This is an optimization exercise on Yosys and OpenROAD, whose aim is small area, a short achievable clock period and few clock cycles per item, not a production implementation.
RTL that was checked went through simulation tests only; none was proved equivalent to the original.
For run 6, only the layout was checked, not whether the RTL still works.
No activity file was given, so power comes from the tool's default toggle rates.

===== design.v =====
package tri_setup_pkg;
	localparam int COORD_W   = 12;
	localparam int ROW_W     = 10;                     
	localparam int FRAC_W    = 10;
	localparam int SLOPE_W   = 24;                     
	localparam int QUOT_BITS = 22;                     
	localparam int CNT_W     = 4;                      
	localparam int HDR_W     = 2 * COORD_W + 3 * ROW_W;
	typedef logic [COORD_W-1:0] coord_t;
	typedef logic [ROW_W-1:0] row_t;
	typedef logic [COORD_W:0] delta_t;                   
	typedef logic [SLOPE_W-1:0] slope_t;
	typedef logic [QUOT_BITS-1:0] quot_t;
	typedef logic [6*COORD_W-1:0] vtx_word_t;
	typedef logic [HDR_W-1:0] tri_hdr_t;
	typedef logic [HDR_W+3*SLOPE_W-1:0] tri_word_t;
endpackage
`timescale 1ns/10ps
module setup_sequencer (
	input  logic clk100,
	input  logic rst_n,
	input  logic next_frame,
	input  logic vtx_empty,
	input  logic tri_wait,
	input  logic div_last,       
	output logic idle,           
	output logic norm,           
	output logic run,
	output logic first,          
	output logic vtx_pop,
	output logic tri_push
);
	always_ff @(posedge clk100 or negedge rst_n)
	begin
		if (!rst_n)
		begin
			norm     <= 1'b0;
			first    <= 1'b0;
			run      <= 1'b0;
			tri_push <= 1'b0;
		end
		else if (next_frame)
		begin
			norm     <= 1'b0;
			first    <= 1'b0;
			run      <= 1'b0;
			tri_push <= 1'b0;
		end
		else
		begin
			norm     <= vtx_pop;
			first    <= norm;
			run      <= norm || (run && !div_last);
			tri_push <= run && div_last;
		end
	end
	assign idle    = !norm && !run && !tri_push;
	assign vtx_pop = idle && !vtx_empty && !tri_wait && !next_frame;
endmodule
`timescale 1ns/10ps
module vertex_sort (
	input  logic                      clk100,
	input  logic                      idle,
	input  logic                      norm,
	input  tri_setup_pkg::vtx_word_t  vtx_data,
	output logic [3*(tri_setup_pkg::COORD_W+1)-1:0] dx,   
	output logic [3*(tri_setup_pkg::COORD_W+1)-1:0] dy,
	output tri_setup_pkg::tri_hdr_t   hdr,
	output logic [2:0]                ord          
);
	localparam int W = tri_setup_pkg::COORD_W;
	tri_setup_pkg::coord_t vx [0:2];
	tri_setup_pkg::coord_t vy [0:2];
	tri_setup_pkg::row_t   vr [0:2];
	logic       a_le_b;
	logic       a_le_c;
	logic       b_le_c;
	logic [1:0] i_top;
	logic [1:0] i_mid;
	logic [1:0] i_bot;
	logic       same_row;
	tri_setup_pkg::coord_t hx [0:2];
	tri_setup_pkg::row_t   hr [0:2];
	logic [2:0]            req;                     
	always_comb
	begin
		for (int i = 0; i < 3; i++)
		begin
			vx[i] = vtx_data[(5-i)*W +: W];
			vy[i] = vtx_data[(2-i)*W +: W];
			vr[i] = vy[i][W-1:2];
		end
	end
	assign dx = {{1'b0, vx[1]} - {1'b0, vx[0]}, {1'b0, vx[2]} - {1'b0, vx[0]}, {1'b0, vx[2]} - {1'b0, vx[1]}};
	assign dy = {{1'b0, vy[1]} - {1'b0, vy[0]}, {1'b0, vy[2]} - {1'b0, vy[0]}, {1'b0, vy[2]} - {1'b0, vy[1]}};
	assign a_le_b = !dy[2*(W+1)+W];
	assign a_le_c = !dy[(W+1)+W];
	assign b_le_c = !dy[W];
	always_ff @(posedge clk100)
	begin
		if (idle)
		begin
			for (int i = 0; i < 3; i++)
			begin
				hx[i] <= vx[i];
				hr[i] <= vr[i];
			end
			req <= {vr[0] == vr[1], vr[0] == vr[2], vr[1] == vr[2]};
			ord <= {a_le_b, a_le_c, b_le_c};
		end
		else if (norm)
		begin
			hx[0] <= hx[i_top];
			hx[1] <= same_row ? hx[i_mid] : hx[i_top];
			hr[0] <= hr[i_top];
			hr[1] <= hr[i_mid];
			hr[2] <= hr[i_bot];
		end
	end
	always_comb
	begin
		case (ord)
			3'b111:  {i_top, i_mid, i_bot} = {2'd0, 2'd1, 2'd2};
			3'b110:  {i_top, i_mid, i_bot} = {2'd0, 2'd2, 2'd1};
			3'b011:  {i_top, i_mid, i_bot} = {2'd1, 2'd0, 2'd2};
			3'b100:  {i_top, i_mid, i_bot} = {2'd2, 2'd0, 2'd1};
			3'b001:  {i_top, i_mid, i_bot} = {2'd1, 2'd2, 2'd0};
			3'b000:  {i_top, i_mid, i_bot} = {2'd2, 2'd1, 2'd0};
			default: {i_top, i_mid, i_bot} = {2'd0, 2'd1, 2'd2};   
		endcase
	end
	assign same_row = req[i_bot];
	assign hdr = {hx[0], hx[1], hr[0], hr[1], hr[2]};
endmodule
`timescale 1ns/10ps
module slope_issue (
	input  tri_setup_pkg::delta_t            dx,
	input  tri_setup_pkg::delta_t            dy,
	output logic [tri_setup_pkg::COORD_W+1:0] w_init,    
	output logic [tri_setup_pkg::COORD_W-1:0] dvs,       
	output logic [3:0]                        lz_a,      
	output logic [3:0]                        lz_d,      
	output logic                              neg
);
	localparam int W = tri_setup_pkg::COORD_W;
	logic [W-1:0] a_abs;
	logic [W-1:0] d_abs;
	logic [W-1:0] a_n;
	logic [W-1:0] d_n;
	logic [3:0]   la;
	logic [3:0]   ld;
	logic [W:0]   dx_n;
	logic [W:0]   dy_n;
	assign dx_n  = -dx;
	assign dy_n  = -dy;
	assign a_abs = dx[W] ? dx_n[W-1:0] : dx[W-1:0];
	assign d_abs = dy[W] ? dy_n[W-1:0] : dy[W-1:0];
	assign neg   = dx[W] ^ dy[W];
	always_comb
	begin
		logic [W-1:0] v;
		v = a_abs;
		la[3] = v[W-1:W-8] == '0;  if (la[3]) v = v << 8;
		la[2] = v[W-1:W-4] == '0;  if (la[2]) v = v << 4;
		la[1] = v[W-1:W-2] == '0;  if (la[1]) v = v << 2;
		la[0] = !v[W-1];           if (la[0]) v = v << 1;
		a_n = v;
	end
	always_comb
	begin
		logic [W-1:0] v;
		v = d_abs;
		ld[3] = v[W-1:W-8] == '0;  if (ld[3]) v = v << 8;
		ld[2] = v[W-1:W-4] == '0;  if (ld[2]) v = v << 4;
		ld[1] = v[W-1:W-2] == '0;  if (ld[1]) v = v << 2;
		ld[0] = !v[W-1];           if (ld[0]) v = v << 1;
		d_n = v;
	end
	assign dvs = d_n;
	assign lz_a   = la;
	assign lz_d   = ld;
	assign w_init = (la[0] == ld[0]) ? {2'b00, a_n} : {1'b0, a_n, 1'b0};
endmodule
`timescale 1ns/10ps
module slope_divider (
	input  logic                               clk100,
	input  logic                               idle,
	input  logic                               norm,
	input  logic                               run,
	input  logic                               first,    
	input  tri_setup_pkg::delta_t              dx_in,
	input  tri_setup_pkg::delta_t              dy_in,
	input  logic [tri_setup_pkg::COORD_W+1:0]  w_norm,
	input  logic [tri_setup_pkg::COORD_W-1:0]  d_norm,
	input  logic [3:0]                         lza_norm,
	input  logic [3:0]                         lzd_norm,
	input  logic                               neg_norm,
	output logic [tri_setup_pkg::COORD_W+1:0]  w,        
	output logic [tri_setup_pkg::COORD_W:0]    d,        
	output logic                               neg,
	output logic                               last,     
	output logic                               step,     
	output logic [1:0]                         digit,
	output logic                               dnz       
);
	localparam int W = tri_setup_pkg::COORD_W;
	logic [W+1:0] d3;
	logic [W+2:0] r1;
	logic [W+2:0] r2;
	logic [W+2:0] r3;
	logic [W-1:0] rest;
	logic [3:0]   cnt;       
	logic [3:0]   lza;
	logic         nz;
	logic [4:0]   c;
	logic [3:0]   steps;
	logic         hold;
	logic         ge1;       
	logic         ge2;
	logic         ge3;
	assign r1 = {1'b0, w} - {3'b000, d[W-1:0]};
	assign r2 = {1'b0, w} - {2'b00, d[W-1:0], 1'b0};
	assign r3 = {1'b0, w} - {1'b0, d3};
	assign ge1   = !r1[W+2];
	assign ge2   = !r2[W+2];
	assign ge3   = !r3[W+2] && !first;
	assign digit = {ge2, ge3 || (ge1 && !ge2)};
	assign dnz   = ge1;
	assign rest  = ge3 ? r3[W-1:0] : (ge2 ? r2[W-1:0] : (ge1 ? r1[W-1:0] : w[W-1:0]));
	assign c     = 5'd11 + {1'b0, cnt} - {1'b0, lza};
	assign steps = 4'((c + 5'd1) >> 1);
	assign nz    = d[W-1] && (w[W] || w[W-1]);
	assign hold  = nz && (cnt[0] != lza[0]);
	assign last  = first ? (!nz || (!hold && steps == 4'd1)) : (cnt <= 1);
	assign step  = run && (first ? (nz && !hold) : (cnt != 0));
	always_ff @(posedge clk100)
	begin
		if (idle)
		begin
			w <= {dx_in[W], dx_in};
			d <= dy_in;
		end
		else if (norm)
		begin
			w    <= w_norm;
			d    <= {1'b0, d_norm};
			cnt  <= lzd_norm;
			lza  <= lza_norm;
			neg  <= neg_norm;
		end
		else if (run)
		begin
			if (first)
			begin
				d3 <= {1'b0, d[W-1:0]} + {d[W-1:0], 1'b0};
				if (!nz)
					cnt <= '0;
				else if (hold)
					cnt <= steps;
				else
				begin
					w    <= {rest, 2'b00};
					cnt  <= steps - 1'b1;
				end
			end
			else if (cnt != 0)
			begin
				w    <= {rest, 2'b00};
				cnt  <= cnt - 1'b1;
			end
		end
	end
endmodule
`timescale 1ns/10ps
module slope_collect (
	input  logic                     clk100,
	input  logic                     norm,      
	input  logic [2:0]               step,      
	input  logic [5:0]               digit,     
	input  logic [2:0]               dnz,       
	input  logic [2:0]               neg,
	input  logic [2:0]               ord,
	input  tri_setup_pkg::tri_hdr_t  hdr,
	output tri_setup_pkg::tri_word_t tri_data
);
	tri_setup_pkg::quot_t  quot [0:2];       
	tri_setup_pkg::slope_t s    [0:2];
	logic [1:0] i_top;
	logic [1:0] i_mid;
	logic [1:0] i_bot;
	logic [1:0] src [0:2];
	always_comb
	begin
		case (ord)
			3'b111:  {i_top, i_mid, i_bot} = {2'd0, 2'd1, 2'd2};
			3'b110:  {i_top, i_mid, i_bot} = {2'd0, 2'd2, 2'd1};
			3'b011:  {i_top, i_mid, i_bot} = {2'd1, 2'd0, 2'd2};
			3'b100:  {i_top, i_mid, i_bot} = {2'd2, 2'd0, 2'd1};
			3'b001:  {i_top, i_mid, i_bot} = {2'd1, 2'd2, 2'd0};
			3'b000:  {i_top, i_mid, i_bot} = {2'd2, 2'd1, 2'd0};
			default: {i_top, i_mid, i_bot} = {2'd0, 2'd1, 2'd2};
		endcase
	end
	assign src[2] = i_mid;
	assign src[1] = i_bot;
	assign src[0] = i_top;
	for (genvar e = 0; e < 3; e++)
	begin : g_quot
		logic       e_step;
		logic [1:0] e_digit;
		logic       e_dnz;
		logic       e_neg;
		tri_setup_pkg::slope_t q;
		always_comb
		begin
			case (src[e])
				2'd0:    {e_step, e_digit, e_dnz, e_neg} = {step[0], digit[1:0], dnz[0], neg[0]};
				2'd1:    {e_step, e_digit, e_dnz, e_neg} = {step[1], digit[3:2], dnz[1], neg[1]};
				default: {e_step, e_digit, e_dnz, e_neg} = {step[2], digit[5:4], dnz[2], neg[2]};
			endcase
		end
		logic [11:1] low;
		logic        neg_r;              
		logic [tri_setup_pkg::SLOPE_W-1:0] below;
		always_ff @(posedge clk100)
			neg_r <= e_neg;
		always_ff @(posedge clk100)
		begin
			if (norm)
			begin
				quot[e] <= '0;
				low     <= '0;
			end
			else if (e_step)
			begin
				quot[e] <= {quot[e][tri_setup_pkg::QUOT_BITS-3:0], e_digit};
				low     <= {low[10:1], 1'b0} | {11{e_dnz}};
			end
		end
		always_comb
		begin
			below[0] = 1'b0;
			for (int i = 1; i < tri_setup_pkg::SLOPE_W; i++)
				if (i >= 2 * 11)
					below[i] = low[11];
				else if (i % 2 == 0)
					below[i] = low[i / 2];
				else if (i == 1)
					below[i] = quot[e][0];
				else
					below[i] = low[i / 2] || quot[e][i - 1];
		end
		assign q    = {{(tri_setup_pkg::SLOPE_W-tri_setup_pkg::QUOT_BITS){1'b0}}, quot[e]};
		assign s[e] = q ^ (below & {tri_setup_pkg::SLOPE_W{neg_r}});
	end
	assign tri_data = {hdr, s[2], s[1], s[0]};
endmodule
`timescale 1ns/10ps
module tri_setup_top (
	input  logic                     clk100,
	input  logic                     rst_n,
	input  logic                     next_frame,
	input  tri_setup_pkg::vtx_word_t vtx_data,
	input  logic                     vtx_empty,
	input  logic                     tri_wait,
	output logic                     vtx_pop,
	output tri_setup_pkg::tri_word_t tri_data,
	output logic                     tri_push
);
	localparam int W  = tri_setup_pkg::COORD_W;
	localparam int CW = tri_setup_pkg::CNT_W;
	logic                    idle;
	logic                    norm;
	logic                    run;
	logic                    first;
	logic [3*(W+1)-1:0]      dx;
	logic [3*(W+1)-1:0]      dy;
	tri_setup_pkg::tri_hdr_t hdr;
	logic [2:0]              ord;
	logic [W+1:0]            w    [0:2];
	logic [W:0]              d    [0:2];
	logic [2:0]              neg;
	logic [2:0]              last;
	logic [2:0]              step;
	logic [5:0]              digit;
	logic [2:0]              dnz;
	vertex_sort u_sort (
		.clk100   (clk100),
		.idle     (idle),
		.norm     (norm),
		.vtx_data (vtx_data),
		.dx       (dx),
		.dy       (dy),
		.hdr      (hdr),
		.ord      (ord)
	);
	for (genvar k = 0; k < 3; k++)
	begin : g_edge
		logic [W+1:0]  w_norm;
		logic [W-1:0]  d_norm;
		logic [3:0]    lza_norm;
		logic [3:0]    lzd_norm;
		logic          neg_norm;
		slope_issue u_issue (
			.dx     (w[k][W:0]),
			.dy     (d[k]),
			.w_init (w_norm),
			.dvs    (d_norm),
			.lz_a   (lza_norm),
			.lz_d   (lzd_norm),
			.neg    (neg_norm)
		);
		slope_divider u_div (
			.clk100   (clk100),
			.idle     (idle),
			.norm     (norm),
			.run      (run),
			.first    (first),
			.dx_in    (dx[k*(W+1) +: W+1]),
			.dy_in    (dy[k*(W+1) +: W+1]),
			.w_norm   (w_norm),
			.d_norm   (d_norm),
			.lza_norm (lza_norm),
			.lzd_norm (lzd_norm),
			.neg_norm (neg_norm),
			.w        (w[k]),
			.d        (d[k]),
			.neg      (neg[k]),
			.last     (last[k]),
			.step     (step[k]),
			.digit    (digit[2*k +: 2]),
			.dnz      (dnz[k])
		);
	end
	setup_sequencer u_seq (
		.clk100     (clk100),
		.rst_n      (rst_n),
		.next_frame (next_frame),
		.vtx_empty  (vtx_empty),
		.tri_wait   (tri_wait),
		.div_last   (&last),
		.idle       (idle),
		.norm       (norm),
		.run        (run),
		.first      (first),
		.vtx_pop    (vtx_pop),
		.tri_push   (tri_push)
	);
	slope_collect u_collect (
		.clk100   (clk100),
		.norm     (norm),
		.step     (step),
		.digit    (digit),
		.dnz      (dnz),
		.neg      (neg),
		.ord      (ord),
		.hdr      (hdr),
		.tri_data (tri_data)
	);
endmodule

===== config.mk =====
export PLATFORM = sky130hd
export DESIGN_NAME = tri_setup_top
export DESIGN_NICKNAME = tri_setup_top
export VERILOG_FILES = /design/flow/design.v
export SDC_FILE = /design/flow/constraint.sdc
export NUM_CORES = 4
export LEC_CHECK = 0
export ABC_AREA = 1
export CAP_MARGIN = 20
export CORE_MARGIN = 2
export CORE_UTILIZATION = 40
export CTS_BUF_LIST = sky130_fd_sc_hd__clkbuf_4 sky130_fd_sc_hd__clkbuf_8
export SETUP_SLACK_MARGIN = 1.1
export SLEW_MARGIN = 20

===== constraint.sdc =====
create_clock -name core_clock -period 4.5 [get_ports {clk100}]
set_input_delay 0.9000 -clock core_clock [delete_from_list [all_inputs] [get_ports {clk100}]]
set_output_delay 0.9000 -clock core_clock [all_outputs]
set_load 0.01 [all_outputs]

===== run.sh =====
#!/bin/bash
# synth_recipe.tcl (not shown) runs the flow's synth.tcl, then flattens the netlist and writes it again
# the make line also repeats each setting of config.mk as NAME=value (left out here)
make -C /OpenROAD-flow-scripts/flow DESIGN_CONFIG=/design/flow/config.mk WORK_HOME=/design/flow/orfs CLKGATE_MAP_FILE= SYNTH_SCRIPT=/design/flow/synth_recipe.tcl finish

==> results.json, run 1 <==
{
  "ant_nets": 0,
  "slowest_stage": "edfxtp_1",
  "async_flop_share_pct": 1.22,
  "cts_buffer_depth": 3,
  "htreeDepth": 3,
  "grt_overflow_total": 0,
  "period_share_pct": 73.1,
  "max-cap-violations": 0,
  "cpPeakStageDelay_ns": 0.48,
  "fin_worst_skew_ns": 0.0513,
  "worst_slew_pin_slew_ns": 1.05,
  "critPathBufInv": 3,
  "cts_sinks": 328,
  "p_leak_uw": 0.0171,
  "cp-end-kind": "register",
  "yosysTopAreaCell": "edfxtp_1",
  "power_density_nw_per_um2": 653,
  "tns_ns": 0,
  "wirelength_mm": 104,
  "worstSkewPairLatency_ns": 0.70,
  "cp.arrival_ns": 3.71,
  "clk_pin_slew_ns": 0.06,
  "cts_buffers": 70,
  "antenna_found_initial": 13,
  "wire_per_inst_um": 18.5,
  "synth_top_flop_cell": "edfxtp_1",
  "syn_to_final_growth_pct": 19.4,
  "power_uw": 23900,
  "ys_types": 68,
  "slew_headroom_pct": 29.8,
  "design_area_um2": 36500,
  "hold_viol_final": 0,
  "yosysWarnings": 16,
  "initial_utilization_pct": 40.3,
  "crit_top_cell": "nand2_1",
  "cts_hold_buf": 0,
  "grt_usage_pct": 25.7,
  "setup.worst_path.start_class": "register",
  "io_buffer_count": 204,
  "die_h_um": 280,
  "pin_count": 205,
  "layout-drive-gt1-share_pct": 11.9,
  "core_area_um2": 75800,
  "synth-edff-count": 222,
  "fmax_mhz": 304,
  "syn_area_per_cell_um2": 7.17,
  "vias": 30200,
  "worstPathRequired_ns": 4.92,
  "die-area_um2": 78700,
  "cp_top_family": "simple AND/OR/NAND/NOR gates",
  "grt_pass1_vias": 27600,
  "yosys-top-cells-area": "edfxtp_1, ha_1, nand2_1",
  "yosys.area.top_type_share_pct": 21.8,
  "hp-class": "primary input to async pin",
  "crit_chain": "inv_2 -> ha_1 -> nand2_1 -> o21ai_2 -> inv_1 -> nand2_1 -> nand2_1 -> nor2_2 -> nand4_1 -> nand2_1 -> nor2_2 -> nand2_2 -> o21bai_1 -> nand2_1 -> nand2_4 -> inv_2 -> nand3_2 -> nand2_4 -> nand3_1 -> nand3_2 -> nand2_1",
  "fp.dieW_um": 280,
  "status": "timing/DRC/antenna clean",
  "via_per_inst": 5.38,
  "final-setup-viol-count": 0,
  "layout.nets": 4974,
  "syn_area_um2": 30600,
  "dp_hpwl_mm": 80.2,
  "place.gp.congestion": 0.952,
  "min_period_ns": 3.29,
  "synth_seq_area_share_pct": 28.8,
  "fill_cells": 7670,
  "syn_inst": 4267,
  "report.final.slew_viol_count": 0,
  "drc": 0,
  "num_rows": 101,
  "firstDrtPassIters": 6,
  "cts_tree": "yes",
  "critPathMaxFanout": 7,
  "critPathKind": "register to register",
  "yosys_register_bits": 328,
  "dpl_cell_area_um2": 33700,
  "syn_nets": 4656,
  "rsz0062_at_grt": "yes",
  "grt_max_degree": 138,
  "vdd_drop_max_mv": 0.255,
  "cts_root_buffer": "clkbuf_8",
  "drtIter0Drc": 2299,
  "grt_pass1_wl_mm": 156,
  "hold_ws_ns": 0.451
}
[layout make-up]
type | count | area (um^2) | share of cell area [%]
clock buffers | 92 | 1140 | 3.12
flip-flops and latches | 328 | 8820 | 24.1
multi-input cells | 3227 | 19400 | 53.1
clock inverters | 34 | 337 | 0.922
repair buffers | 374 | 3380 | 9.25
diodes | 2 | 5.00 | 0.0137
inverters | 584 | 2240 | 6.14
well taps | 978 | 1220 | 3.35
[registers in the layout (all words and copies together) (netlist names)]
| register | cells |
|---|---|
| g_edge.u_div.d3 | 42 |
| u_collect.quot | 66 |
| g_edge.u_div.cnt | 12 |
| u_sort.hx | 36 |
| u_seq.norm | 1 |
| u_seq.run | 1 |
| u_sort.req | 3 |
| u_sort.hr | 30 |
| g_edge.u_div.d | 39 |
| g_edge.u_div.w | 42 |
| g_edge.u_div.lza | 12 |
| u_collect.g_quot.neg_r | 3 |
| u_seq.first | 1 |
| g_edge.u_div.neg | 3 |
| u_seq.tri_push | 1 |
| u_collect.g_quot.low | 33 |
| u_sort.ord | 3 |
[cell usage after synthesis, types with 29 or more instances]
master / n
o21bai_1: 34
xnor2_1: 67
xor2_1: 150
ha_1: 291
o21ai_0: 344
nand2_1: 968
edfxtp_1: 222
inv_2: 29
clkbuf_1: 84
a31oi_1: 39
nand2_2: 32
a21oi_1: 351
inv_1: 549
dfxtp_1: 102
nor2_1: 289
nand3_1: 326
o211ai_1: 31
[metrics by stage]
| step | util [%] | instances | setup WS, ns |
|---|---|---|---|
| floorplan | - | 4267 | 1.22 |
| global placement | 44.4 | 5374 | 0.619 |
| detailed placement | 44.4 | 5374 | 0.610 |
| CTS | 46.6 | 5511 | 1.02 |
| global route | 48.2 | 5618 | 1.05 |
| finish | 48.2 | 5619 | 1.21 |
[report_power, final]
| group | internal (uW) | switching [uW] | leakage (uW) | total (uW) |
|---|---|---|---|---|
| clock network | 1930 | 1590 | 0.000772 | 3520 |
| registers | 4300 | 971 | 0.00312 | 5270 |
| logic | 6000 | 9070 | 0.0132 | 15100 |
| total | 12200 | 11600 | 0.0171 | 23900 |
[logic make-up after synthesis]
group                    synth area share (%)
buffers and inverters                    9.28
AO/OA/AOI/OAI                            17.4
flip-flops                               28.8
AND/OR/NAND/NOR                          24.6
adder cells (fa/ha/maj)                  13.3
XOR/XNOR                                 6.32
multiplexers                            0.233
[what timing repair did]
item | 4_1_cts | 5_1_grt
buffers inserted | 11 | 103
endpoints found under the setup margin | 115 | 136
gates cloned | 0 | 3
gates resized for setup | 41 | 122
pin swaps | 0 | 29
hold endpoints to repair | 0 | 0
[placed cells by master, fill, tap and decap left out, drive strengths merged, types with 8 or more instances in the layout]
| cell | instances |
|---|---|
| inv | 584 |
| nand2 | 1014 |
| o21bai | 35 |
| clkdlybuf4s50 | 203 |
| a211oi | 11 |
| nor2 | 321 |
| buf | 170 |
| nand4 | 21 |
| xor2 | 152 |
| clkbuf | 92 |
| o211ai | 31 |
| and2 | 8 |
| clkinv | 22 |
| o22ai | 11 |
| fa | 21 |
| a21oi | 353 |
| xnor2 | 67 |
| clkinvlp | 8 |
| edfxtp | 222 |
| dfxtp | 102 |
| nor3 | 19 |
| o221ai | 24 |
| or2 | 14 |
| nand3 | 341 |
| a22oi | 9 |
| ha | 291 |
| a221oi | 12 |
| o21ai | 373 |
| a31oi | 39 |
[final timing paths]
kind / startpoint / endpoint / slack [ns] / depth (start not counted)
hold / removal: rst_n / u_seq.tri_push / 0.45 / 1
hold reg to reg: u_collect.g_quot[1].low[11] / u_collect.g_quot[1].low[11] / 0.46 / 2
setup / recovery: g_edge[0].u_div.d[5] / g_edge[0].u_div.w[10] / 1.21 / 21
setup reg to reg: g_edge[0].u_div.d[5] / g_edge[0].u_div.w[10] / 1.21 / 21
max in group asynchronous: rst_n / u_seq.norm / 3.79 / 1
min in group core_clock: u_collect.g_quot[1].low[11] / u_collect.g_quot[1].low[11] / 0.46 / 2
[per-layer routing]
metal  GRT usage, %  vias to the layer above  routed length, um
met5              0                        -                112
met4           10.7                       18               4460
met3           8.26                      231              10600
met2           38.5                     1194              43500
met1           33.8                    13800              45300
li1               -                    15000                  -
Testbench counts, summed over its fixed seeds: cycles 8,061, items 800.
==> run 2: changes to the inputs <==
--- a/config.mk
+++ b/config.mk
@@ -10,4 +10,3 @@
 export CORE_MARGIN = 2
-export CORE_UTILIZATION = 40
-export CTS_BUF_LIST = sky130_fd_sc_hd__clkbuf_4 sky130_fd_sc_hd__clkbuf_8
+export CORE_UTILIZATION = 60
 export SETUP_SLACK_MARGIN = 1.1
==> run 2 against run 1 <==
Sequential power grew 0.8%; count of clock-buffer cells in the layout shrank 36; core utilization grew 24 points; wire length shrank 4.1%; clock skew shrank 0.033 ns; first-iteration DRC count grew 24%; largest power group unchanged; highest routed layer unchanged.
==> results.json, run 2 <==
{
  "initial_utilization_pct": 60.8,
  "syn_area_um2": 30600,
  "critPathKind": "register to register",
  "status": "timing/DRC/antenna clean",
  "layout.nets": 4939,
  "syn_to_final_growth_pct": 17.9,
  "yosysTopAreaCell": "edfxtp_1",
  "cts_hold_buf": 0,
  "largest_reg_flops": 66,
  "grt_usage_pct": 36.2,
  "fin_worst_skew_ns": 0.0180,
  "layout-drive-gt1-share_pct": 11.3,
  "io_buffer_count": 204,
  "largest-register": "u_collect.quot",
  "grt_max_degree": 87,
  "cts_buffers": 39,
  "wirelength_mm": 99.7,
  "htreeDepth": 2,
  "final-setup-viol-count": 0,
  "cp.arrival_ns": 3.67,
  "synth.cells.most_frequent": "nand2_1, inv_1, a21oi_1, o21ai_0, nand3_1",
  "slowest_stage": "edfxtp_1",
  "fmax_mhz": 299,
  "core_area_um2": 50300,
  "yosys.area.top_type_share_pct": 21.8,
  "p_leak_uw": 0.0170,
  "grt_pass1_vias": 27300,
  "rsz0062_at_grt": "yes",
  "pin_count": 205,
  "vias": 30500,
  "crit_top_cell": "nand2_1",
  "setup.worst_path.start_class": "register",
  "syn_nets": 4656,
  "yosysWarnings": 16,
  "yosys-top-cells-area": "edfxtp_1, ha_1, nand2_1",
  "clk_pin_slew_ns": 0.06,
  "hold_viol_final": 0,
  "syn_inst": 4267,
  "die-area_um2": 52800,
  "pre_cts_slack_ns": 0.360,
  "layout.cells.non_filler": 5253,
  "critPathMaxFanout": 5,
  "wire_per_inst_um": 19.0,
  "critPathBufInv": 3,
  "synth_top_flop_cell": "edfxtp_1",
  "grt_pass1_wl_mm": 150,
  "power_density_nw_per_um2": 660,
  "cp_top_family": "simple AND/OR/NAND/NOR gates",
  "async_flop_share_pct": 1.22,
  "syn_area_per_cell_um2": 7.17,
  "cpPeakStageDelay_ns": 0.47,
  "slew_headroom_pct": 38.0,
  "max-cap-violations": 0,
  "drtIter0Drc": 2853,
  "worstPathRequired_ns": 4.82,
  "ys_types": 68,
  "dp_cells": 5070,
  "ant_nets": 0,
  "setup_ws_ns": 1.15,
  "vdd_drop_max_mv": 0.407,
  "num_rows": 82,
  "die_h_um": 230,
  "cts_root_buffer": "clkbuf_16",
  "min_period_ns": 3.35,
  "top_regs": "u_collect.quot x66, g_edge.u_div.d3 x42, g_edge.u_div.w x42",
  "yosys_register_bits": 328,
  "grt_overflow_total": 0,
  "place.gp.congestion": 1.02,
  "cts_sinks": 328,
  "worstSkewPairLatency_ns": 0.57,
  "fp.dieW_um": 230,
  "period_share_pct": 74.4,
  "cts_buffer_depth": 3,
  "report.final.slew_viol_count": 0,
  "cts_tree": "yes",
  "crit_chain": "inv_4 -> ha_1 -> nand2_1 -> o21ai_1 -> nand2_1 -> nand2_2 -> nand2_1 -> nor2_2 -> nand4_1 -> nand2_2 -> nor2_4 -> nand3_2 -> nand2_2 -> inv_2 -> nand2_1 -> nand2_4 -> clkinvlp_4 -> nand3_4 -> nand2_4 -> nand2_1 -> nand2_1 -> nand2_1 -> nand2_1",
  "synth-edff-count": 222,
  "firstDrtPassIters": 9,
  "hp-class": "register to register",
  "yosysMostFrequentCell": "nand2_1",
  "layout_commonest_cell": "nand2_1",
  "final_cell_mix": "nand2_1, inv_1, a21oi_1",
  "antenna_found_initial": 9,
  "synth_seq_area_share_pct": 28.8,
  "cp-end-kind": "register",
  "drc": 0,
  "worst_slew_pin_slew_ns": 0.930,
  "tns_ns": 0,
  "via_per_inst": 5.81,
  "dp_hpwl_mm": 75.9
}
-- run 2: kinds of logic (layout without fill, tap and decap cells) --
logic type,count (synthesis),in the layout,share of synthesized area [%]
AND/OR/NAND/NOR,1747,1750,24.6
adder cells (fa/ha/maj),312,312,13.3
other,0,5,0
AO/OA/AOI/OAI,939,939,17.4
flip-flops,328,328,28.8
multiplexers,7,7,0.233
XOR/XNOR,219,219,6.32
buffers and inverters,715,1021,9.28
-- run 2: timing repair --
action                                  4_1_cts  5_1_grt
resized for setup                            34      171
buffers inserted                             11       97
pin swaps                                     2       47
cloned                                        0        3
endpoints found under the setup margin       89      154
-- run 2: tightest hold or removal path, stage by stage, from the launching register on --
cell	delay, ns
dfxtp_1	0.31
nand2_1	0.06
a21oi_1	0.05
-- run 2: cell type report --
type | instances | area, um^2
multi-input combinational | 3227 | 19500
fill | 4244 | 14200
sequential | 328 | 8820
timing repair buffer | 370 | 3370
inverter | 584 | 2250
clock buffer | 56 | 1190
tap | 672 | 841
clock inverter | 11 | 121
antenna | 5 | 12.5
-- run 2: path summary, 6_finish.rpt --
| kind | startpoint | end | slack [ns] | depth (start not counted) |
|---|---|---|---|---|
| max in group asynchronous | rst_n | u_seq.norm | 3.78 | 1 |
| min in group asynchronous | rst_n | u_seq.norm | 0.53 | 1 |
| max reg2reg | g_edge[0].u_div.d[3] | g_edge[0].u_div.w[1] | 1.15 | 23 |
| min | u_collect.g_quot[0].low[11] | u_collect.g_quot[0].low[11] | 0.46 | 2 |
| max | g_edge[0].u_div.d[3] | g_edge[0].u_div.w[1] | 1.15 | 23 |
| min reg2reg | u_collect.g_quot[0].low[11] | u_collect.g_quot[0].low[11] | 0.46 | 2 |
-- run 2: where the power goes --
| group | total (uW) | switching, uW | leakage [uW] | internal, uW |
|---|---|---|---|---|
| Clock | 3290 | 1330 | 0.000643 | 1950 |
| Combinational | 15200 | 9140 | 0.0132 | 6060 |
| Sequential | 5310 | 1010 | 0.00312 | 4300 |
-- run 2: layer usage --
layer	up-vias	GRT usage (%)	wire length, um	share of wire, %
li1	14900	-	-	-
met1	14000	50.1	42000	42
met2	1430	53.6	41900	42
met3	220	9.54	11400	11
met4	4	14.8	4350	4.4
met5	-	0	27	0.027
-- run 2: stage by stage --
step / area, um^2 / utilization, % / power (uW) / hold slack, ns
after detailed placement: 33300 / 66.2 / 19100 / 0.456
after global placement: 33300 / 66.2 / 19000 / 0.454
after CTS: 34800 / 69.2 / 22600 / 0.465
after global routing: 36100 / 71.7 / 25700 / 0.480
after floorplan: 30600 / - / 15100 / 0.445
final: 36100 / 71.7 / 23800 / 0.464
==> run 3: changes to the inputs <==
--- a/design.v
+++ b/design.v
@@ -57,3 +57,3 @@
 	assign idle    = !norm && !run && !tri_push;
-	assign vtx_pop = idle && !vtx_empty && !tri_wait && !next_frame;
+	assign vtx_pop = idle && !vtx_empty && !tri_wait && !next_frame && rst_n;
 endmodule
--- a/config.mk
+++ b/config.mk
@@ -10,3 +10,4 @@
 export CORE_MARGIN = 2
-export CORE_UTILIZATION = 60
+export CORE_UTILIZATION = 40
+export PLACE_DENSITY = 0.75
 export SETUP_SLACK_MARGIN = 1.1
==> run 3 against run 2 <==
Die area increased by 49%; hold slack improved by 0.00084 ns; core utilization decreased by 24 points; clock skew increased by 0.0095 ns; register-to-register slack about the same; via count about the same; largest cell class unchanged; largest power group unchanged; highest routed layer unchanged.
==> results.json, run 3 <==
{
  "clk_pin_slew_ns": 0.06,
  "fin_worst_skew_ns": 0.0275,
  "vdd_drop_max_mv": 0.288,
  "pwr-share-seq_pct": 24.0,
  "layout_commonest_cell": "nand2_1",
  "status": "timing/DRC/antenna clean",
  "synth_top_flop_cell": "edfxtp_1",
  "period_share_pct": 74.4,
  "p_sw_share_pct": 46.3,
  "initial_utilization_pct": 40.4,
  "yosysMostFrequentCell": "nand2_1",
  "report.final.slew_viol_count": 0,
  "dp_hpwl_mm": 78.3,
  "syn_nets": 4625,
  "p_leak_uw": 0.0169,
  "synth_seq_area_share_pct": 28.8,
  "cts_sinks": 328,
  "critPathBufInv": 4,
  "largest_reg_flops": 66,
  "cp_top_family": "simple AND/OR/NAND/NOR gates",
  "synth.cells.most_frequent": "nand2_1, inv_1, a21oi_1, o21ai_0, nand3_1",
  "netSwitchingPower_uw": 9580,
  "synth_fa_ha_area_share_pct": 13.3,
  "crit_top_cell": "nand2_1",
  "synth-simple-area-share_pct": 24.2,
  "die-area_um2": 78800,
  "core_area_um2": 75800,
  "grt_usage_pct": 24.9,
  "min_period_ns": 3.35,
  "ant_nets": 0,
  "final_cell_mix": "nand2_1, inv_1, a21oi_1",
  "syn_area_um2": 30600,
  "place.gp.congestion": 0.986,
  "cts_buffers": 41,
  "syn_to_final_growth_pct": 19.2,
  "cts_buffer_depth": 3,
  "power_frac_comb_pct": 59.0,
  "async_flop_share_pct": 1.22,
  "synth-compound-area-share_pct": 18.2,
  "final-setup-viol-count": 0,
  "die_h_um": 281,
  "grt_pass1_wl_mm": 154,
  "worst_slew_pin_slew_ns": 0.802,
  "setup.worst_path.start_class": "register",
  "critPathKind": "register to register",
  "hold_ws_ns": 0.465,
  "wire_per_inst_um": 18.5,
  "grt_overflow_total": 0,
  "hp-class": "register to register",
  "slowest_stage": "edfxtp_1",
  "rsz0062_at_grt": "yes",
  "worstPathRequired_ns": 4.82,
  "htreeDepth": 2,
  "synth-xor-area-share_pct": 6.00,
  "vias": 30500,
  "cp-end-kind": "register",
  "fin_util_pct": 48.1,
  "grt_max_degree": 62,
  "cpPeakStageDelay_ns": 0.44,
  "fp.dieW_um": 281,
  "synthMuxAreaShare_pct": 0.266,
  "synth_top_family_by_area": "simple AND/OR/NAND/NOR gates",
  "drtIter0Drc": 3100,
  "io_buffer_count": 204,
  "ys_types": 70,
  "yosys_register_bits": 328,
  "drc": 0,
  "power_density_nw_per_um2": 568,
  "firstDrtPassIters": 6,
  "fill_cells": 7311,
  "yosys.area.top_type_share_pct": 21.8,
  "slew_headroom_pct": 46.4,
  "max-cap-violations": 0,
  "via_per_inst": 5.51,
  "clock_power_share_pct": 17.0,
  "hold_viol_final": 0,
  "pin_count": 205,
  "worstSkewPairLatency_ns": 0.58,
  "synth-edff-count": 222,
  "design_area_um2": 36500,
  "layout-drive-gt1-share_pct": 11.4,
  "largest-register": "u_collect.quot",
  "cts_tree": "yes",
  "top_regs": "u_collect.quot x66, g_edge.u_div.d3 x42, g_edge.u_div.w x42",
  "fmax_mhz": 299,
  "dpl_cell_area_um2": 33700,
  "yosys-top-cells-area": "edfxtp_1, ha_1, nand2_1",
  "cts_root_buffer": "clkbuf_16",
  "syn_area_per_cell_um2": 7.23,
  "crit_chain": "buf_4 -> buf_4 -> nor2_4 -> nand2_1 -> nand2_1 -> nand2_1 -> nand2_2 -> inv_2 -> nand2_1 -> nor2_4 -> nand4_1 -> nand2_1 -> nor2_4 -> nand2_8 -> o21ai_4 -> inv_2 -> nand2_4 -> nand3_2 -> nand2_4 -> nand3_1 -> nand3_1 -> nand2_1",
  "tns_ns": 0,
  "num_rows": 101,
  "critPathMaxFanout": 8,
  "intPower_uw": 11100,
  "antenna_found_initial": 5,
  "wirelength_mm": 103,
  "syn_inst": 4236,
  "yosysTopAreaCell": "edfxtp_1",
  "yosysWarnings": 16,
  "grt_pass1_vias": 27800,
  "cp.arrival_ns": 3.67,
  "layout.nets": 4909
}
[run 3: final cells by class]
| cell class | instances | area (um^2) | share of cell area (%) |
|---|---|---|---|
| inverter | 594 | 2280 | 6.26 |
| clock buffer | 52 | 1170 | 3.21 |
| multi-input combinational | 3190 | 19400 | 53.1 |
| antenna | 2 | 5.00 | 0.0137 |
| timing repair buffer | 365 | 3370 | 9.25 |
| tap | 978 | 1220 | 3.35 |
| clock inverter | 21 | 235 | 0.645 |
| sequential | 328 | 8820 | 24.2 |
[run 3: final timing paths]
| path | depth (start not counted) | slack [ns] | startpoint | end |
|---|---|---|---|---|
| setup / recovery | 22 | 1.15 | g_edge[1].u_div.d[0] | g_edge[1].u_div.w[9] |
| hold / removal | 2 | 0.46 | u_collect.g_quot[2].low[11] | u_collect.g_quot[2].low[11] |
| setup reg to reg | 22 | 1.15 | g_edge[1].u_div.d[0] | g_edge[1].u_div.w[9] |
| hold reg to reg | 2 | 0.46 | u_collect.g_quot[2].low[11] | u_collect.g_quot[2].low[11] |
| max in group asynchronous | 1 | 3.72 | rst_n | u_seq.norm |
| min in group asynchronous | 1 | 0.56 | rst_n | u_seq.tri_push |
[run 3: logic make-up (layout without fill, tap and decap cells)]
logic type,count (synthesis),count (layout)
flops,328,328
fa+ha+maj,312,312
simple gates,1681,1683
other cells,0,2
xor+xnor,209,209
compound gates,978,978
buf+inv,720,1032
mux,8,8
[run 3: repair_timing]
item	in CTS	in global routing
gates resized for setup	37	144
setup endpoints to repair	87	127
hold buffers	0	0
cloned	0	2
pin swaps	3	26
endpoints found under the hold margin	0	0
setup buffers	22	88
[run 3: power groups by stage]
| stage | clock network (uW) | logic, uW | registers, uW |
|---|---|---|---|
| global placement | 0 | 11100 | 5010 |
| global route | 3640 | 13500 | 5050 |
| finish | 3520 | 12200 | 4960 |
| floorplan | 0 | 8060 | 4690 |
| detailed placement | 0 | 11200 | 5020 |
| CTS | 3540 | 11400 | 4960 |
[run 3: per-stage QoR]
stage	instances	setup WS [ns]	power, uW
3_3_place_gp	5343	0.442	16100
2_1_floorplan	4236	1.21	12800
3_5_place_dp	5343	0.394	16200
6_report	5530	1.15	20700
4_1_cts	5438	1.10	19900
5_1_grt	5529	0.994	22200
[run 3: metal layers]
layer / track usage, % / part of all wire [%] / wire [um] / vias to the layer above
li1: - / - / - / 14800
met1: 33.7 / 42 / 43300 / 14000
met2: 38.1 / 42 / 43300 / 1425
met3: 6.27 / 12 / 11900 / 216
met4: 9.16 / 3.9 / 4040 / 2
met5: 0 / 0.018 / 18 / -
[run 3: tightest hold or removal path, cell delays in order (launching register included)]
cell	delay, ns
dfxtp_1	0.31
nand2_1	0.06
a21oi_1	0.05
Testbench counts of run 3, summed over its fixed seeds: cycles 8,061, items 800.
==> run 4: changes to the inputs <==
--- a/config.mk
+++ b/config.mk
@@ -11,3 +11,2 @@
 export CORE_UTILIZATION = 40
-export PLACE_DENSITY = 0.75
 export SETUP_SLACK_MARGIN = 1.1
==> run 4 against run 3 <==
Global-route usage rose by 0.77 points; cell count rose by 0.24%; flip-flop and latch count did not move; sequential power barely moved; count of clock-buffer cells in the layout rose by 3; critical endpoint is now vtx_pop; highest routed layer unchanged.
==> results.json, run 4 <==
{
  "worstHoldStart": "u_collect.g_quot[0].low[11]",
  "ys_types": 70,
  "antenna_found_initial": 16,
  "grt_pass1_wl_mm": 157,
  "wirelength_mm": 104,
  "via_per_inst": 5.39,
  "syn_inst": 4236,
  "pin_count": 205,
  "report.final.slew_viol_count": 0,
  "power_uw": 21000,
  "cts_sinks": 328,
  "wire_per_inst_um": 18.8,
  "rsz0062_at_grt": "yes",
  "firstDrtPassIters": 6,
  "hold_viol_final": 0,
  "critPathBufInv": 2,
  "vdd_drop_max_mv": 0.284,
  "ant_nets": 0,
  "clk_pin_slew_ns": 0.06,
  "die_h_um": 281,
  "slowest_stage": "clkdlybuf4s50_1",
  "initial_utilization_pct": 40.4,
  "cts_buffers": 44,
  "final-setup-viol-count": 0,
  "fin_util_pct": 48.3,
  "grt_overflow_total": 0,
  "fmax_mhz": 305,
  "yosysWarnings": 16,
  "yosysMostFrequentCell": "nand2_1",
  "synth_top_flop_cell": "edfxtp_1",
  "place.gp.congestion": 0.979,
  "core_area_um2": 75800,
  "drtIter0Drc": 2413,
  "syn_area_per_cell_um2": 7.23,
  "layout_commonest_cell": "nand2_1",
  "yosysTopAreaCell": "edfxtp_1",
  "crit_chain": "clkdlybuf4s50_1 -> nand3b_1 -> nor3_1 -> clkdlybuf4s50_1",
  "worstPathRequired_ns": 3.60,
  "dp_hpwl_mm": 80.8,
  "yosys.area.top_type_share_pct": 21.8,
  "status": "timing/DRC/antenna clean",
  "top_regs": "u_collect.quot x66, g_edge.u_div.d3 x42, g_edge.u_div.w x42",
  "largest_reg_flops": 66,
  "p_leak_uw": 0.0169,
  "worstSkewPairLatency_ns": 0.60,
  "io_buffer_count": 204,
  "crit_top_cell": "clkdlybuf4s50_1",
  "cts_buffer_depth": 3,
  "tns_ns": 0,
  "largest-register": "u_collect.quot",
  "critPathKind": "primary input to primary output",
  "layout-drive-gt1-share_pct": 11.6,
  "syn_nets": 4625,
  "cts_tree": "yes",
  "synth_seq_area_share_pct": 28.8,
  "layout.nets": 4916,
  "vias": 29900,
  "cp-end-kind": "primary output",
  "power_density_nw_per_um2": 572,
  "grt_max_degree": 77,
  "htreeDepth": 2,
  "critPathMaxFanout": 5,
  "r2r-start": "g_edge[1].u_div.d[0]",
  "final_cell_mix": "nand2_1, inv_1, a21oi_1",
  "max-cap-violations": 0,
  "cts_hold_buf": 0,
  "grt_pass1_vias": 27500,
  "drc": 0,
  "slew_headroom_pct": 38.5,
  "cpPeakStageDelay_ns": 0.65,
  "num_rows": 101,
  "syn_to_final_growth_pct": 19.6,
  "critPathLaunch": "rst_n",
  "synth-edff-count": 222,
  "fp.dieW_um": 281,
  "cts_root_buffer": "clkbuf_16",
  "worst_slew_pin_slew_ns": 0.910,
  "yosys-top-cells-area": "edfxtp_1, ha_1, nand2_1",
  "yosys_register_bits": 328,
  "synth.cells.most_frequent": "nand2_1, inv_1, a21oi_1, o21ai_0, nand3_1",
  "die-area_um2": 78800,
  "period_share_pct": 72.8,
  "cp_top_family": "buffers and inverters",
  "syn_area_um2": 30600,
  "hp-class": "register to register",
  "async_flop_share_pct": 1.22,
  "fin_worst_skew_ns": 0.0386,
  "cp.arrival_ns": 2.38,
  "setup.worst_path.start_class": "primary input",
  "min_period_ns": 3.28,
  "grt_usage_pct": 25.6
}
==> run 4: cell counts after synthesis <==
No cell type changed its count.
==> run 4: worst min-delay path: cells and delay by family, from the launching register on <==
family	cells	cell delay, ns
AO/OA/AOI/OAI	1	0.06
flip-flops	1	0.31
AND/OR/NAND/NOR	1	0.06
==> run 4: final timing paths <==
path                                                to  slack (ns)  depth (start not counted)
min in group asynchronous                   u_seq.norm        0.55                          1
min                        u_collect.g_quot[0].low[11]        0.47                          2
max reg2reg                       g_edge[1].u_div.w[9]        1.26                         14
min reg2reg                u_collect.g_quot[0].low[11]        0.47                          2
max                                            vtx_pop        1.22                          4
max in group asynchronous               u_seq.tri_push        3.69                          1
==> run 4: power by group <==
part           internal (uW)  switching [uW]  total (uW)  leakage [uW]
registers               4140             828        4970       0.00312
clock network           2220            1490        3710      0.000731
logic                   4950            7330       12300        0.0131
==> run 4: layer usage <==
layer | vias up | GRT usage (%) | wire length, um
met5 | - | 0 | 99
met1 | 13700 | 34.8 | 46200
met2 | 1089 | 39.5 | 44500
li1 | 14900 | - | -
met4 | 16 | 8.27 | 3470
met3 | 186 | 6.73 | 10200
==> run 4: cell type report <==
type / count / area, um^2
timing repair inverter: 1 / 7.51
clock inverter: 24 / 320
timing repair buffer: 366 / 3330
fill: 7544 / 39200
inverter: 594 / 2280
sequential: 328 / 8820
tap: 978 / 1220
antenna: 5 / 12.5
multi-input combinational: 3192 / 19500
clock buffer: 55 / 1180
==> run 4: logic make-up after synthesis <==
| logic type | Yosys count | share of synthesized area (%) |
|---|---|---|
| simple gates | 1681 | 24.2 |
| fa+ha+maj | 312 | 13.3 |
| mux | 8 | 0.266 |
| compound gates | 978 | 18.2 |
| flops | 328 | 28.8 |
| buf+inv | 720 | 9.35 |
| xor+xnor | 209 | 6.00 |
==> run 4: per-stage QoR <==
step                      worst slack (ns)  hold slack, ns  std cells  cell area (um^2)
final                                 1.22           0.471       5543             36600
after CTS                            0.953           0.465       5447             35500
after detailed placement             0.496           0.456       5347             33700
after global placement               0.531           0.453       5347             33700
after global routing                  1.04           0.483       5538             36600
after floorplan                       1.21           0.445       4236             30600
==> run 4: repair_timing <==
item,in CTS,in global routing
buffers inserted,20,87
resized for setup,43,147
cloned,1,4
pin swaps,2,36
setup endpoints to repair,93,120
==> run 5: changes to the inputs <==
--- a/config.mk
+++ b/config.mk
@@ -11,2 +11,3 @@
 export CORE_UTILIZATION = 40
+export GPL_ROUTABILITY_DRIVEN = 0
 export SETUP_SLACK_MARGIN = 1.1
==> run 5 against run 4 <==
Still clean; sequential share of layout area grew 0.089 points; via count rose by 0.29%; clock skew shrank 0.0070 ns; synthesized area unchanged; combinational power about the same; largest cell class unchanged.
==> results.json, run 5 <==
{
  "fmax_mhz": 302,
  "final-setup-viol-count": 0,
  "layout.nets": 4904,
  "cts_root_buffer": "clkbuf_16",
  "drtIter0Drc": 2552,
  "cp.arrival_ns": 3.65,
  "syn_to_final_growth_pct": 19.2,
  "layout-drive-gt1-share_pct": 10.9,
  "synth-edff-count": 222,
  "dp_hpwl_mm": 80.0,
  "fin_worst_skew_ns": 0.0316,
  "layout_commonest_cell": "nand2_1",
  "hp-class": "register to register",
  "dp_cells": 5345,
  "yosys.area.top_type_share_pct": 21.8,
  "status": "timing/DRC/antenna clean",
  "cts_sinks": 328,
  "setup_ws_ns": 1.19,
  "critPathBufInv": 4,
  "dpl_cell_area_um2": 33700,
  "htreeDepth": 2,
  "crit_chain": "inv_1 -> nor2_2 -> nor2_1 -> a221oi_1 -> buf_4 -> inv_2 -> nor2_1 -> buf_4 -> o22ai_1 -> o21a_1",
  "setup.worst_path.start_class": "register",
  "synth_top_family_by_area": "simple AND/OR/NAND/NOR gates",
  "worst_slew_pin_slew_ns": 0.808,
  "cts_buffer_depth": 3,
  "syn_area_per_cell_um2": 7.23,
  "via_per_inst": 5.42,
  "grt_pass1_vias": 27300,
  "async_flop_share_pct": 1.22,
  "synth-xor-area-share_pct": 6.00,
  "min_period_ns": 3.31,
  "p_leak_uw": 0.0169,
  "wire_per_inst_um": 18.7,
  "syn_inst": 4236,
  "largest-register": "u_collect.quot",
  "num_rows": 101,
  "cpPeakStageDelay_ns": 0.52,
  "top_regs": "u_collect.quot x66, g_edge.u_div.d3 x42, g_edge.u_div.w x42",
  "power_density_nw_per_um2": 567,
  "min_delay_path_depth": 2,
  "io_buffer_count": 204,
  "worstSkewPairLatency_ns": 0.60,
  "cts_tree": "yes",
  "antenna_found_initial": 16,
  "critPathKind": "register to register",
  "yosys-top-cells-area": "edfxtp_1, ha_1, nand2_1",
  "cp-end-kind": "register",
  "core_area_um2": 75800,
  "yosysTopAreaCell": "edfxtp_1",
  "rsz0062_at_grt": "no",
  "layout.cells.non_filler": 5529,
  "cp.depth": 10,
  "fp.dieW_um": 281,
  "grt_overflow_total": 0,
  "syn_nets": 4625,
  "synth-simple-area-share_pct": 24.2,
  "firstDrtPassIters": 7,
  "hold_viol_final": 0,
  "design_area_um2": 36500,
  "largest_reg_flops": 66,
  "slew_headroom_pct": 45.4,
  "tns_ns": 0,
  "vdd_drop_max_mv": 0.332,
  "ant_nets": 0,
  "vias": 30000,
  "cp_top_family": "simple AND/OR/NAND/NOR gates",
  "fin_util_pct": 48.1,
  "pin_count": 205,
  "max-cap-violations": 0,
  "cts_buffers": 44,
  "slowest_stage": "edfxtp_1",
  "die-area_um2": 78800,
  "ys_types": 70,
  "die_h_um": 281,
  "grt_usage_pct": 25.4,
  "critPathMaxFanout": 9,
  "wirelength_mm": 104,
  "synth.cells.most_frequent": "nand2_1, inv_1, a21oi_1, o21ai_0, nand3_1",
  "clk_pin_slew_ns": 0.06,
  "grt_max_degree": 60,
  "yosysWarnings": 16,
  "initial_utilization_pct": 40.4,
  "yosys_register_bits": 328,
  "reg2reg_depth": 10,
  "syn_area_um2": 30600,
  "synth_top_flop_cell": "edfxtp_1",
  "synth_fa_ha_area_share_pct": 13.3,
  "yosysMostFrequentCell": "nand2_1",
  "synth-compound-area-share_pct": 18.2,
  "period_share_pct": 73.5,
  "drc": 0,
  "synthMuxAreaShare_pct": 0.266,
  "worstPathRequired_ns": 4.84,
  "report.final.slew_viol_count": 0,
  "pre_cts_slack_ns": 0.472,
  "grt_pass1_wl_mm": 156,
  "synth_seq_area_share_pct": 28.8,
  "final_cell_mix": "nand2_1, inv_1, a21oi_1"
}
[run 5: cell counts after synthesis]
Identical to the previous run, type by type.
[run 5: kinds of logic after synthesis]
logic type / Yosys count
buffers and inverters: 720
xor gates and xnor gates: 209
AOI/OAI and AO/OA: 978
adders and majority gates: 312
and+or+nand+nor: 1681
DFF: 328
muxes: 8
[run 5: area by class of cell]
cell class              count  area (um^2)
clock inverters            20          196
inverters                 594         2280
clock buffers              60         1250
repair buffers            354         3290
fillers                  7530        39300
flip-flops and latches    328         8820
well taps                 978         1220
diodes                      2         5.00
multi-input cells        3193        19400
[run 5: worst paths after layout]
| check | start | to | slack, ns |
|---|---|---|---|
| hold reg to reg | u_collect.g_quot[2].low[11] | u_collect.g_quot[2].low[11] | 0.46 |
| hold / removal | u_collect.g_quot[2].low[11] | u_collect.g_quot[2].low[11] | 0.46 |
| max in group asynchronous | rst_n | u_seq.norm | 3.73 |
| setup / recovery | u_sort.ord[2] | u_sort.hx[1][8] | 1.19 |
| setup reg to reg | u_sort.ord[2] | u_sort.hx[1][8] | 1.19 |
| min in group asynchronous | rst_n | u_seq.norm | 0.54 |
[run 5: tightest hold or removal path: cells and delay by family, from the launching register on]
kind,cells,cell delay [ns]
AO/OA/AOI/OAI,1,0.05
flip-flops,1,0.31
AND/OR/NAND/NOR,1,0.06
[run 5: power breakdown]
part           leakage [uW]  internal [uW]  total (uW)  switching (uW)
logic                0.0131           4900       12200            7300
registers           0.00312           4140        4970             822
clock network      0.000713           2070        3540            1470
total                0.0169          11100       20700            9580
[run 5: layer usage]
layer  vias up  GRT usage [%]  wire length, um
met1     13700           35.2            46000
met4        20           7.62             3320
li1      14800              -                -
met2      1168           39.5            44200
met5         -              0              115
met3       181           5.35             9980
[run 5: metrics by stage]
step / power, uW / hold slack (ns)
after floorplan: 12800 / 0.445
after global placement: 16200 / 0.453
after detailed placement: 16300 / 0.458
after CTS: 20000 / 0.467
after global routing: 22300 / 0.499
final: 20700 / 0.465
[run 5: timing repair]
item,4_1_cts,5_1_grt
hold buffers,0,0
resized for setup,41,135
endpoints found under the setup margin,95,115
cloned,0,5
pin swaps,1,38
buffers inserted,19,78
==> run 6: changes to the inputs <==
--- a/design.v
+++ b/design.v
@@ -321,2 +321,3 @@
 		end
+		logic [3:0]  zeros;
 		logic [11:1] low;
@@ -331,3 +332,3 @@
 				quot[e] <= '0;
-				low     <= '0;
+				zeros   <= 4'd11;
 			end
@@ -336,3 +337,6 @@
 				quot[e] <= {quot[e][tri_setup_pkg::QUOT_BITS-3:0], e_digit};
-				low     <= {low[10:1], 1'b0} | {11{e_dnz}};
+				if (e_dnz)
+					zeros <= 4'd0;
+				else if (zeros != 4'd11)
+					zeros <= zeros + 1'b1;
 			end
@@ -340,2 +344,5 @@
 		always_comb
+			for (int k = 1; k <= 11; k++)
+				low[k] = zeros < k;
+		always_comb
 		begin
--- a/config.mk
+++ b/config.mk
@@ -11,3 +11,2 @@
 export CORE_UTILIZATION = 40
-export GPL_ROUTABILITY_DRIVEN = 0
 export SETUP_SLACK_MARGIN = 1.1
==> run 6 against run 5 <==
Flip-flop and latch count is 21 lower; critical path type unchanged; power is 1.3% lower; first-iteration DRC count is 1.4% lower; critical path depth is 2 lower; cell count hardly changed; die area is 2.3% lower; largest cell class unchanged; count of clock-buffer cells in the layout is 14 lower; sequential share of layout area is 0.78 points lower; register-to-register slack hardly changed; clock power is 6.8% lower; cell area is 1.5% lower.
==> results.json, run 6 <==
{
  "htreeDepth": 2,
  "synth-edff-count": 222,
  "cp-end-kind": "register",
  "syn_inst": 4239,
  "grt_pass1_wl_mm": 156,
  "cts_sinks": 307,
  "min_period_ns": 3.30,
  "grt_usage_pct": 25.9,
  "grt_pass1_vias": 27200,
  "cts_buffers": 41,
  "intPower_uw": 10700,
  "fp.dieW_um": 277,
  "synth_seq_area_share_pct": 28.0,
  "async_flop_share_pct": 1.30,
  "cts_buffer_depth": 3,
  "wirelength_mm": 103,
  "yosys.area.top_type_share_pct": 22.3,
  "cts_tree": "yes",
  "fin_worst_skew_ns": 0.0331,
  "report.final.slew_viol_count": 0,
  "rsz0062_at_grt": "yes",
  "status": "timing/DRC/antenna clean",
  "clock_power_share_pct": 16.1,
  "largest-register": "u_collect.quot",
  "crit_path_end": "u_sort.hx[1][0]",
  "netSwitchingPower_uw": 9710,
  "yosys-top-cells-area": "edfxtp_1, ha_1, nand2_1",
  "timing.reg2reg.setup_slack_ns": 1.20,
  "grtUsageMet2_pct": 41.1,
  "syn_nets": 4634,
  "via_per_inst": 5.35,
  "power_density_nw_per_um2": 569,
  "largest_reg_flops": 66,
  "tns_ns": 0,
  "wire_per_inst_um": 18.6,
  "layout_commonest_cell": "nand2_1",
  "drc": 0,
  "r2r-start": "u_sort.ord[2]",
  "drtIter0Drc": 2515,
  "syn_to_final_growth_pct": 20.1,
  "pin_count": 205,
  "syn_area_um2": 29900,
  "worstSkewPairLatency_ns": 0.60,
  "ant_nets": 0,
  "yosysTopAreaCell": "edfxtp_1",
  "cp.arrival_ns": 3.57,
  "place.gp.congestion": 0.965,
  "use_met3_pct": 5.77,
  "power_frac_comb_pct": 61.0,
  "fill_cells": 7419,
  "critPathKind": "register to register",
  "vias": 29600,
  "dp_cells": 5354,
  "vdd_drop_max_mv": 0.265,
  "period_share_pct": 73.4,
  "p_sw_share_pct": 47.5,
  "dp_hpwl_mm": 79.6,
  "final_cell_mix": "nand2_1, inv_1, a21oi_1",
  "setup.worst_path.start_class": "register",
  "synth_top_flop_cell": "edfxtp_1",
  "cts_root_buffer": "clkbuf_16",
  "top_usage_layer": "met2",
  "yosysWarnings": 16,
  "die-area_um2": 77000,
  "yosys_register_bits": 307,
  "firstDrtPassIters": 5,
  "worstPathRequired_ns": 4.77,
  "hp-class": "primary input to async pin",
  "syn_area_per_cell_um2": 7.06,
  "grt_max_degree": 68,
  "die_h_um": 277,
  "io_buffer_count": 204,
  "max-cap-violations": 0,
  "critPathLaunch": "u_sort.ord[2]",
  "multi_input_area_um2": 19300,
  "core_area_um2": 74200,
  "slew_headroom_pct": 35.8,
  "reg2reg_depth": 8,
  "critPathMaxFanout": 12,
  "grt_overflow_total": 0,
  "clk_pin_slew_ns": 0.07,
  "num_rows": 100,
  "hold_viol_final": 0,
  "layout-drive-gt1-share_pct": 10.7,
  "top_regs": "u_collect.quot x66, g_edge.u_div.d3 x42, g_edge.u_div.w x42",
  "layout.nets": 4924,
  "fmax_mhz": 303,
  "ys_types": 68,
  "worst_slew_pin_slew_ns": 0.960,
  "pwr-share-seq_pct": 22.9,
  "layout.cells.non_filler": 5534,
  "worstReg2RegEnd": "u_sort.hx[1][0]",
  "antenna_found_initial": 18,
  "final-setup-viol-count": 0,
  "initial_utilization_pct": 40.3,
  "ff_latch_area_um2": 8400,
  "synth.cells.most_frequent": "nand2_1, inv_1, a21oi_1, o21ai_0, nor2_1",
  "yosysMostFrequentCell": "nand2_1",
  "grt_use_met1_pct": 35.0,
  "p_leak_uw": 0.0172
}
==> run 6: cell count changes in the layout (fill, tap and decap cells not counted), sizes merged, moves of 8 or more <==
cell	previous run	this run
xor2	157	170
nand2	1002	1012
xnor2	52	42
o211ai	36	57
clkbuf	60	49
dfxtp	102	81
clkinv	18	29
nor2	276	346
a21boi	1	11
a21oi	380	342
inv	589	597
clkdlybuf4s50	194	185
o21ai	364	347
==> run 6: cells by family after synthesis <==
| logic type | share of synthesized area (%) |
|---|---|
| simple gates | 24.5 |
| mux | 0.134 |
| fa+ha+maj | 13.8 |
| compound gates | 17.8 |
| xor+xnor | 6.23 |
| buf+inv | 9.48 |
| flops | 28.0 |
==> run 6: layout make-up <==
class                           count  share of cell area [%]
Multi-Input combinational cell   3213                    53.8
Sequential cell                   307                    23.4
Timing Repair Buffer              359                    9.17
Inverter                          605                    6.54
Tap cell                          969                    3.37
Clock buffer                       46                    2.99
Clock inverter                     29                   0.696
Timing Repair inverter              2                  0.0279
Antenna cell                        4                  0.0279
==> run 6: power by group through the flow <==
stage               clock network [uW]  logic [uW]  registers [uW]
floorplan                            0        8010            4410
global placement                     0       11400            4770
detailed placement                   0       11400            4760
CTS                               3360       11600            4700
global route                      3440       13900            4750
finish                            3300       12500            4670
==> run 6: repair_timing <==
action | 4_1_cts | 5_1_grt
buffers inserted | 22 | 73
pin swaps | 7 | 38
endpoints found under the setup margin | 163 | 156
gates resized for setup | 73 | 195
gates cloned | 0 | 6
hold buffers | 0 | 0
==> run 6: worst max-delay path, cell delays in order, from the launching register on <==
cell and delay [ns]:
edfxtp_1 0.47, nor2_1 0.19, nor2_2 0.46, inv_1 0.28, o21ai_2 0.56, clkinvlp_4 0.44, nor2_1 0.18, buf_4 0.22
a21oi_4 0.17
==> run 6: layer usage <==
layer	vias up	routed length (um)	share of wire, %
met5	-	177	0.17
met4	28	3360	3.3
met3	191	8990	8.7
met2	1042	45400	44
met1	13600	45200	44
li1	14800	-	-
==> run 6: metrics by stage <==
stage	util (%)	instance area, um^2	hold WS, ns	power, uW	worst slack [ns]
final	48.4	35900	0.248	20400	1.20
after floorplan	-	29900	0.445	12400	1.23
after detailed placement	44.6	33100	0.466	16200	0.227
after CTS	46.8	34700	0.227	19700	1.09
after global placement	44.6	33100	0.461	16100	0.190
after global routing	48.4	35900	0.257	22100	0.994
==> run 6: worst min path at each step <==
stage / end / slack [ns] / cells after the start
floorplan: u_collect.quot[1][13] / 0.45 / 2
global placement: u_collect.quot[1][15] / 0.46 / 2
detailed placement: u_collect.quot[1][17] / 0.47 / 2
CTS: u_seq.tri_push / 0.23 / 1
global route: u_seq.tri_push / 0.26 / 1
finish: u_seq.tri_push / 0.25 / 1

==> afterwards: timing with drivers on the ports <==
The flow's constraints put no driver on any port. The routed layouts listed below were extracted and timed again, unchanged, in two steps. Step 1 sets driving cells, clkbuf_16 on the clock port and buf_2 on the other inputs (assumed; they add their load-dependent delay and slew). Step 2 times the ports against the registers' clock, not the clock port: input delays grow and output delays shrink by t, the midpoint of the rising clock arrivals with the driver on. Three values: no drivers, after step 1, after step 2; two values: the first two.
| run | t, ns | slack for setup (ns) | worst setup path at the end | latest minus earliest clock arrival (ns) | cell pins on the clock port's net |
|---|---|---|---|---|---|
| run 1 | 0.738 | 1.210 / 1.210 / 0.506 | input to register | 0.053 / 0.053 | 1 |
| run 2 | 0.623 | 1.152 / 1.152 / 0.652 | input to register | 0.018 / 0.018 | 1 |
| run 3 | 0.637 | 1.152 / 1.152 / 0.631 | input to register | 0.028 / 0.028 | 1 |
| run 4 | 0.649 | 1.225 / 1.199 / 0.642 | input to register | 0.039 / 0.039 | 1 |
| run 5 | 0.651 | 1.192 / 1.192 / 0.696 | input to register | 0.032 / 0.032 | 1 |
| run 6 | 0.657 | 1.198 / 1.130 / 0.674 | input to register | 0.033 / 0.033 | 1 |
After both steps setup and hold are still met in every run listed. The setup slack of run 1, which loses most, moves by 0.000 ns with the drivers and by -0.704 ns with both steps.
